From an optimization exercise on the open Yosys and OpenROAD flow, aimed at small area, a short achievable clock period and few clock cycles per item; shortcuts taken in it are not production practice. Only simulation tests tie the RTL to the original design; equivalence was not proved.

// aes_128_key_inv
module aes_128_key_inv
(
    input  logic       clk,
    input  logic       rst,
    input  logic       key_vld_i,
    input  aes_pkg::aes_key_t key_i,
    output logic       key_rdy_o,
    output logic       rk_vld_o,
    input  logic       rk_rdy_i,
    output aes_pkg::aes_key_t rk_o,
    output logic [3:0] rk_idx_o,
    output logic       rk_last_o
);
    aes_pkg::aes_key_t key_q;     
    aes_pkg::aes_key_t key_t;     
    aes_pkg::aes_key_t key_d;
    aes_pkg::aes_key_t nxt;       
    logic [3:0] idx_q;
    logic       vld_q;
    logic       g_q;              
    logic       g_n;
    logic       s_next_n, vld_n;
    logic       last_q;           
    logic [7:0] rc, rc_n;
    logic       s_load, s_next, s_hold;
    assign s_load = !vld_q;
    assign s_next = vld_q && rk_rdy_i;
    assign s_hold = vld_q && !rk_rdy_i;
    for (genvar j = 0; j < 128; j++) begin : g_key
        if (j < 32 || j >= 96) begin : g_t
            gate_inv u_t (.a(key_q[j]), .y(key_t[j]));
        end else begin : g_nt
  ...
For scale: roughly 1800 cells after synthesis, ~270 I/O pins.
Settings: LEC_CHECK=0, CAP_MARGIN=20, CORE_MARGIN=2, CORE_UTILIZATION=40, CTS_BUF_LIST=sky130_fd_sc_hd__clkbuf_8, SLEW_MARGIN=20, SYNTH_HIERARCHICAL=1, SYNTH_MINIMUM_KEEP_SIZE=0; clock period 16.0 ns.
standard.sh (not shown) runs the stock make flow with config.mk's settings and CLKGATE_MAP_FILE= SYNTH_SCRIPT=/design/flow/synth_recipe.tcl, a recipe that flattens the netlist after the stock synthesis.
==> flow/flow/run.sh <==
#!/bin/bash
set -euo pipefail
export BUFFER_PORTS_ARGS="-buffer_cell sky130_fd_sc_hd__buf_1"
export SETUP_SLACK_MARGIN=10
export SKIP_INCREMENTAL_REPAIR=1
bash standard.sh > standard_flow.log 2>&1
Testbench counts at the start, summed over its fixed seeds: cycles 3,840, items 3,520.
Rerun with:
- TNS_END_PERCENT: unset -> 0
Result: Final cell count falls slightly; count of clock-buffer cells in the layout goes down by 2; via count goes down slightly; area after synthesis is unchanged; maximum frequency falls slightly.

* * *

== trial 65 ==
aes_128_key_inv, a different RTL version from the one above (not shown whole).
Size in the first run: ~1,800 cells after synthesis, about 270 I/O pins.
## aes_128_key_inv
module aes_128_key_inv
(
    input  logic       clk,
    input  logic       rst,
    input  logic       key_vld_i,
    input  aes_pkg::aes_key_t key_i,
    output logic       key_rdy_o,
    output logic       rk_vld_o,
    input  logic       rk_rdy_i,
    output aes_pkg::aes_key_t rk_o,
    output logic [3:0] rk_idx_o,
    output logic       rk_last_o
);
export LEC_CHECK = 0
export CAP_MARGIN = 20
export CORE_MARGIN = 2
export CORE_UTILIZATION = 40
export SLEW_MARGIN = 20
export SYNTH_HIERARCHICAL = 1
export SYNTH_MINIMUM_KEEP_SIZE = 0
create_clock -name core_clock -period 16.0 [get_ports {clk}]
run.sh (not shown) runs the stock make flow with config.mk's settings and CLKGATE_MAP_FILE= SYNTH_SCRIPT=/design/flow/synth_recipe.tcl, a recipe that flattens the netlist after the stock synthesis.
Stock flow here: none of the scripts above is used.
Testbench counts of trial 65, summed over its fixed seeds: cycles 3,840, items 3,520.
What trial 82 does differently from trial 65 at the input level:
==> flow/flow/run.sh (new file) <==
#!/bin/bash
set -euo pipefail
export BUFFER_PORTS_ARGS="-buffer_cell sky130_fd_sc_hd__buf_1"
export SETUP_SLACK_MARGIN="${MARGIN:-10}"
bash standard.sh > standard_flow.log 2>&1
==> flow/standard.sh (new file) <==
#!/bin/bash
# synth_recipe.tcl (not shown) runs the flow's synth.tcl, then flattens the netlist and writes it again
# the make line also repeats each setting of config.mk as NAME=value (left out here)
make -C /OpenROAD-flow-scripts/flow DESIGN_CONFIG=/design/flow/config.mk WORK_HOME=/design/flow/orfs CLKGATE_MAP_FILE= SYNTH_SCRIPT=/design/flow/synth_recipe.tcl "${@:-finish}"
removed: flow/run.sh
Findings:
Trial 82 against trial 65: critical path depth increased 2; final core utilization higher; fraction of cell area in non-clock buffers down 6.4 points; clock tree buffer count of the final layout lost 4.

## what the ideal ports hide
No port has a modelled driver above. Below, the same layouts with a new extraction and two added sets of constraints.
Step 1, drivers: a clkbuf_16 drives clk and a buf_2 each remaining input, both assumed.
Step 2 moves the port delays by t, midway between the first and last clock arrival at a register: inputs arrive t later, outputs are due t later. That takes back most of the time a late clock gives input paths.
Slacks: ideal ports / drivers / drivers and shift; pairs: ideal ports / drivers.
run	t, ns	setup slack, ns	latest minus earliest clock arrival (ns)
the first run of note 1	0.514	9.896 / 9.842 / 9.998	0.026 / 0.026
the second run of note 1	0.513	9.794 / 9.746 / 9.878	0.022 / 0.022
trial 65	0.486	8.326 / 8.275 / 8.762	0.015 / 0.015
trial 82	0.502	9.997 / 9.942 / 10.199	0.016 / 0.016
After both steps setup and hold are still met in every run listed.
